Background: an optimization exercise with open tools, aiming at small area, a short achievable clock period and few clock cycles. Do not read the settings as production practice. RTL that was checked went through simulation tests only; none was proved equivalent to the original. No activity file was given, so power comes from the tool's default toggle rates.

## build 97
// ex_stage
module ex_stage
#(
  parameter int WIDTH      = ex_pkg::WIDTH_DEFAULT,
  parameter int MULDIV_LAT = 4
) (
  input  logic             clk,
  input  logic             rst,
  input  logic             flush,
  input  logic             in_valid,
  output logic             in_ready,
  input  logic [4:0]       in_op,
  input  logic [4:0]       in_shamt,
  input  logic [4:0]       in_rd,
  input  logic [4:0]       in_rs_a,
  input  logic [4:0]       in_rs_b,
  input  logic [WIDTH-1:0] in_a,
  input  logic [WIDTH-1:0] in_b,
  input  logic             in_wen,
  output logic             out_valid,
  input  logic             out_ready,
  output logic [WIDTH-1:0] out_result,
  output logic [4:0]       out_rd,
  output logic             out_wen,
  output logic             out_zf,
  output logic             out_of,
  output logic             out_illegal
);
  localparam int M  = 4;           
  localparam int NM = 32 / M;      
  logic        iready_q;
  logic        xvalid_q;
  logic [31:0] xa_q, xb_q;
  logic [4:0]  xop_q, xrd_q;
  logic        xwen_q;
  logic        ovalid_q;
  logic [31:0] ores_q;
  logic [4:0]  ord_q;
  logic        owen_q, ozf_q, oof_q, oill_q;
  logic        rvalid_q;
  logic [31:0] r2_q;
  logic [4:0]  rrd_q;
  logic        rwen_q, rof_q, rill_q;
  logic        mdrun_q, align_q;
  logic [4:0]  cnt_q;
  logic [2:0]  mamt_q;            
  logic x_md, x_div, x_mul, x_hi, x_shift, x_addsub, x_logic, x_slt, x_ill;
  always_comb begin
    x_md     = (xop_q[4:2] == 3'b100);
    x_div    = x_md & xop_q[0];
    x_mul    = x_md & ~xop_q[0];
    x_hi     = xop_q[1];               
    x_shift  = (xop_q[4:3] == 2'b00);
    x_addsub = (xop_q[4:1] == 4'b1011);
  ...
For scale: roughly 140 I/O pins.
Settings: LEC_CHECK=0, ABC_AREA=1, CAP_MARGIN=0, CORE_MARGIN=2, CORE_UTILIZATION=40, SLEW_MARGIN=0; clock period 95.0 ns.
standard.sh (not shown) runs the stock make flow with config.mk's settings and CLKGATE_MAP_FILE= SYNTH_SCRIPT=/design/flow/synth_recipe.tcl, a recipe that flattens the netlist after the stock synthesis.
==> flow/flow/run.sh <==
#!/bin/bash
# Layout: the standard ORFS flow (standard.sh) with two changes:
#  - technology mapping uses an area-oriented ABC script (flow/abc.script)
#    in place of ORFS's abc_speed/abc_area scripts; everything else in
#    synthesis is ORFS's and the standard flow's own script, so the registers are the
#    standard synthesis's;
#  - ports are buffered with buf_2 cells.
# Each step's full output goes to a log file of its own in this folder.
set -euo pipefail
here=$(pwd)
rm -rf "$here/orfs_scripts"
cp -r "$FLOW_HOME/scripts" "$here/orfs_scripts"
cp "$here/flow/abc.script" "$here/orfs_scripts/abc_speed.script"
cp "$here/flow/abc.script" "$here/orfs_scripts/abc_area.script"
export SCRIPTS_DIR="$here/orfs_scripts"
export BUFFER_PORTS_ARGS="-buffer_cell sky130_fd_sc_hd__buf_2"
bash standard.sh synth > "$here/synth.log" 2>&1
bash standard.sh > "$here/layout.log" 2>&1
==> flow/flow/abc.script <==
strash
&get -n
&st
&deepsyn -T 30
&dch
&nf
&put
buffer -c
topo
stime -c
upsize -c
dnsize -c
Build 97 | status: complete | timing, DRC, antenna: pass
### build 97 -> build 15
==> flow/flow/run.sh <==
#!/bin/bash
# Layout: the standard ORFS flow (standard.sh) with two changes:
#  - technology mapping uses an area-oriented ABC script (flow/abc.script)
#    in place of ORFS's abc_speed/abc_area scripts; everything else in
#    synthesis is ORFS's and the standard flow's own script, so the registers are the
#    standard synthesis's;
#  - ports are buffered with buf_1 cells.
# Each step's full output goes to a log file of its own in this folder.
set -euo pipefail
here=$(pwd)
rm -rf "$here/orfs_scripts"
cp -r "$FLOW_HOME/scripts" "$here/orfs_scripts"
cp "$here/flow/abc.script" "$here/orfs_scripts/abc_speed.script"
cp "$here/flow/abc.script" "$here/orfs_scripts/abc_area.script"
export SCRIPTS_DIR="$here/orfs_scripts"
export BUFFER_PORTS_ARGS="-buffer_cell sky130_fd_sc_hd__buf_1"
bash standard.sh synth > "$here/synth.log" 2>&1
bash standard.sh > "$here/layout.log" 2>&1
==> flow/flow/abc.script <==
strash
&get -n
&st
&deepsyn -T 30
&dch
&nf
&put
-- flow/config.mk --
<<< build 97, line 7
export LEC_CHECK = 0
export ABC_AREA = 1
export CAP_MARGIN = 0
export CORE_MARGIN = 2
export CORE_UTILIZATION = 40
export SLEW_MARGIN = 0
>>> build 15, line 7
export LEC_CHECK = 0
export ABC_AREA = 1
export CAP_MARGIN = 20
export CORE_MARGIN = 2
export CORE_UTILIZATION = 40
export SLEW_MARGIN = 20
--- outcome ---
Looking at highest routing layer actually used, the met4 result is from build 15; the met5 one comes from build 97. Between build 15 and build 97, it is build 15 whose sequential share of layout area is higher, by 0.28 points. The number of cells traversed by the worst register-to-register path of build 15 is higher than that of build 97. Build 97 vs build 15, cell with the largest stage delay on the worst path: sky130_fd_sc_hd__inv_1 vs sky130_fd_sc_hd__clkinv_1. Of build 15 and build 97, it is build 15 that has the higher fraction of standard cell area in multi-input logic. In build 15, the number of fillers in the final layout came out 5.9% below the value in build 97. Changes observed in build 15 relative to build 97: core footprint lost 4.5%; cell count lost 55; vertical die dimension lost 4.7 µm; relative contribution of combinational cells to total power lost 1.0 points.
> inputs changed (build 15 -> build 5)
==> flow/flow/run.sh <==
#!/bin/bash
# Layout: the standard ORFS flow (standard.sh) with two changes:
#  - technology mapping uses an area-oriented ABC script (flow/abc.script)
#    in place of ORFS's abc_speed/abc_area scripts; everything else in
#    synthesis is ORFS's and the standard flow's own script, so the registers are the
#    standard synthesis's;
#  - ports are buffered with buf_2 cells.
# Each step's full output goes to a log file of its own in this folder.
set -euo pipefail
here=$(pwd)
rm -rf "$here/orfs_scripts"
cp -r "$FLOW_HOME/scripts" "$here/orfs_scripts"
cp "$here/flow/abc.script" "$here/orfs_scripts/abc_speed.script"
cp "$here/flow/abc.script" "$here/orfs_scripts/abc_area.script"
export SCRIPTS_DIR="$here/orfs_scripts"
export BUFFER_PORTS_ARGS="-buffer_cell sky130_fd_sc_hd__buf_2"
bash standard.sh synth > "$here/synth.log" 2>&1
bash standard.sh > "$here/layout.log" 2>&1
-- flow/flow/abc.script --
<<< build 15, line 6
&nf
&put
>>> build 5, line 6
&nf
&put
buffer -c
topo
stime -c
upsize -c
dnsize -c
[summary]
There was hardly any difference in power density of the placed cells between build 5 and build 15.
Diff build 5 and build 15: multiplexer share of the synthesized area lower in build 5
Compared with build 15, in build 5 worst stage delay on the critical path dropped 420 ps, wire length of the first global-routing pass now larger, smallest setup slack after layout now larger, leakage power now sits higher.
In the reports for build 5 and build 15, the larger final period utilization belongs to build 15.
Floorplan die area (build 5 over build 15): increase, 4.3%
Share of final-layout standard cells stronger than drive strength 1 was higher in build 5 than in build 15.
Share of synthesized cell area in and, or, nand and nor gates, build 5 and build 15: higher on build 15
Function was not checked in any run of this note: the RTL went through the layout flow alone.


job 5750:
ex_stage, a different RTL version from the one above (not shown whole).
Size in the first run: about 2000 cells after synthesis, roughly 140 I/O pins, roughly 0.019 mm2 of cells after synthesis.
export LEC_CHECK = 0
export ABC_AREA = 1
export CAP_MARGIN = 20
export CORE_MARGIN = 2
export CORE_UTILIZATION = 40
export SLEW_MARGIN = 20
create_clock -name core_clock -period 95.0 [get_ports {clk}]
==> flow/flow/run.sh <==
#!/bin/bash
# Layout: the standard ORFS flow (standard.sh) with two changes:
#  - technology mapping uses an area-oriented ABC script (flow/abc.script)
#    in place of ORFS's abc_speed/abc_area scripts; everything else in
#    synthesis is ORFS's and the standard flow's own script, so the registers are the
#    standard synthesis's;
#  - ports are buffered with buf_2 cells;
#  - before the post-placement repair_design, nets are limited to a fanout
#    of 10 (flow/pre_resize.tcl).
# Each step's full output goes to a log file of its own in this folder.
set -euo pipefail
here=$(pwd)
rm -rf "$here/orfs_scripts"
cp -r "$FLOW_HOME/scripts" "$here/orfs_scripts"
cp "$here/flow/abc.script" "$here/orfs_scripts/abc_speed.script"
cp "$here/flow/abc.script" "$here/orfs_scripts/abc_area.script"
export SCRIPTS_DIR="$here/orfs_scripts"
export BUFFER_PORTS_ARGS="-buffer_cell sky130_fd_sc_hd__buf_2"
export PRE_RESIZE_TCL="$here/flow/pre_resize.tcl"
bash standard.sh synth > "$here/synth.log" 2>&1
bash standard.sh > "$here/layout.log" 2>&1
==> flow/flow/abc.script <==
strash
&get -n
&st
&deepsyn -T 30
&dch
&nf
&put
==> flow/flow/pre_resize.tcl <==
# Limit the fanout that repair_design leaves on a net, so that high-fanout
# select lines get buffer trees.
set_max_fanout 10 [current_design]
Job 5750: no failed stages, no open violations at the end
Testbench counts of job 5750, summed over its fixed seeds: cycles 32,591.
diff inputs: job 5750 => job 936
Settings: an added CTS_BUF_LIST of sky130_fd_sc_hd__clkbuf_8.
diff --git a/flow/flow/run.sh b/flow/flow/run.sh
--- a/flow/flow/run.sh
+++ b/flow/flow/run.sh
@@ -7,3 +7 @@
-#  - ports are buffered with buf_2 cells;
-#  - before the post-placement repair_design, nets are limited to a fanout
-#    of 10 (flow/pre_resize.tcl).
+#  - ports are buffered with buf_2 cells.
@@ -19 +16,0 @@
-export PRE_RESIZE_TCL="$here/flow/pre_resize.tcl"
removed: flow/flow/pre_resize.tcl
==> run summary <==
Slowest cell on the critical path: sky130_fd_sc_hd__nor4_1 -> job 936, sky130_fd_sc_hd__clkdlybuf4s50_1 -> job 5750
Job 936 — via count 6.2% lower, job 5750 as reference
Job 936 finished every step from synthesis to the final layout, and the layout passed the timing, DRC and antenna checks.
On job 936: net switching component of the power is 3.2% lower than what job 5750 gave.
met5 as the highest routed metal layer was reported by job 5750, and met4 by job 936.
Layout cell share with drive strength beyond 1 was lower in job 5750 than in job 936.
Summary of job 936 over job 5750: routed length on met1 lower, sequential share of layout area rose by 2.1 points, number of global-route vias before repair lost 7.3%, net switching share of the total power grew by 1.0 points, post-layout worst setup margin rose by 1.94 ns.


Setup of run A:
Another version of the RTL of ex_stage (not shown whole).
For scale: about 2400 cells after synthesis, about 140 I/O pins, roughly 20000 um^2 of cells after synthesis.
Settings: LEC_CHECK=0, ABC_AREA=1, CAP_MARGIN=20, CORE_MARGIN=2, CORE_UTILIZATION=40, SLEW_MARGIN=20; clock period 95.0 ns.
==> flow/flow/run.sh <==
#!/bin/bash
# Layout: the standard ORFS flow (standard.sh) with two changes:
#  - technology mapping uses an area-oriented ABC script (flow/abc.script)
#    in place of ORFS's abc_speed/abc_area scripts; everything else in
#    synthesis is ORFS's and the standard flow's own script, so the registers are the
#    standard synthesis's;
#  - ports are buffered with buf_2 cells.
# Each step's full output goes to a log file of its own in this folder.
set -euo pipefail
here=$(pwd)
rm -rf "$here/orfs_scripts"
cp -r "$FLOW_HOME/scripts" "$here/orfs_scripts"
cp "$here/flow/abc.script" "$here/orfs_scripts/abc_speed.script"
cp "$here/flow/abc.script" "$here/orfs_scripts/abc_area.script"
export SCRIPTS_DIR="$here/orfs_scripts"
export BUFFER_PORTS_ARGS="-buffer_cell sky130_fd_sc_hd__buf_2"
bash standard.sh synth > "$here/synth.log" 2>&1
bash standard.sh > "$here/layout.log" 2>&1
==> flow/flow/abc.script <==
strash
&get -n
&st
&deepsyn -T 30
&dch
&nf
&put
buffer -c
topo
stime -c
upsize -c
dnsize -c
Testbench counts of run A, summed over its fixed seeds: cycles 32,591.
#### Input delta (run B over run A)
Settings: swapping 20 for 60 in SLEW_MARGIN.
## What came out
- Against run A, design area in run B came out worse.
- Relative to run A, slew at the pin closest to its max-slew limit has decreased by 580 ps in run B.
- Post-detailed-route wirelength per cell, run B and run A: smaller value in run B
- Run B has smallest setup slack after layout above what run A had.
- Of run B and run A, run A shows the lower final instance count without filler cells, with run B above it.
- In the reports for run B and run A, the smaller final critical-path share of the clock period belongs to run B.
- The sum of internal, switching and leakage power of run B was inferior to that of run A.
- Number of logic stages on the critical path including buffering came out exactly the same in run B and run A.
- Re non-clock buffer instance count of the final layout: run B and run A aren't equal, and the lower value belongs to run A.
- The global-route usage reported for run B is greater than that of run A by 0.24 points.

==> port drivers added, routing unchanged <==
The results above use ideal ports. As a check the final layouts listed here were re-extracted and re-timed, cells and wires unchanged.
Step 1: set_driving_cell puts a clkbuf_16 on clk and a buf_2 on each other input, an assumption about the parent block.
Step 2 times the ports against the registers' clock, not the clock port: input delays grow and output delays shrink by t, the midpoint of the rising clock arrivals with the driver on.
Slacks: ideal / step 1 / step 2; pairs: ideal / step 1.
run | shift t [ns] | setup slack, ns | worst setup path at the end | worst data-port slew with drivers (ns)
build 97 | 0.567 | 74.251 / 74.229 / 73.719 | input to register | 0.05
build 15 | 0.571 | 73.751 / 73.789 / 73.218 | input to register | 0.06
build 5 | 0.562 | 74.195 / 74.224 / 73.662 | input to register | 0.05
job 5750 | 0.555 | 72.330 / 72.330 / 72.112 | input to register | 0.06
job 936 | 0.644 | 74.269 / 74.290 / 73.646 | input to register | 0.06
run A | 0.568 | 74.001 / 74.037 / 73.469 | input to register | 0.05
run B | 0.568 | 74.162 / 74.202 / 73.634 | input to register | 0.06
After both steps every run listed still meets setup and hold. The setup slack of job 936, which loses most, moves by +0.021 ns with the drivers and by -0.623 ns with both steps.
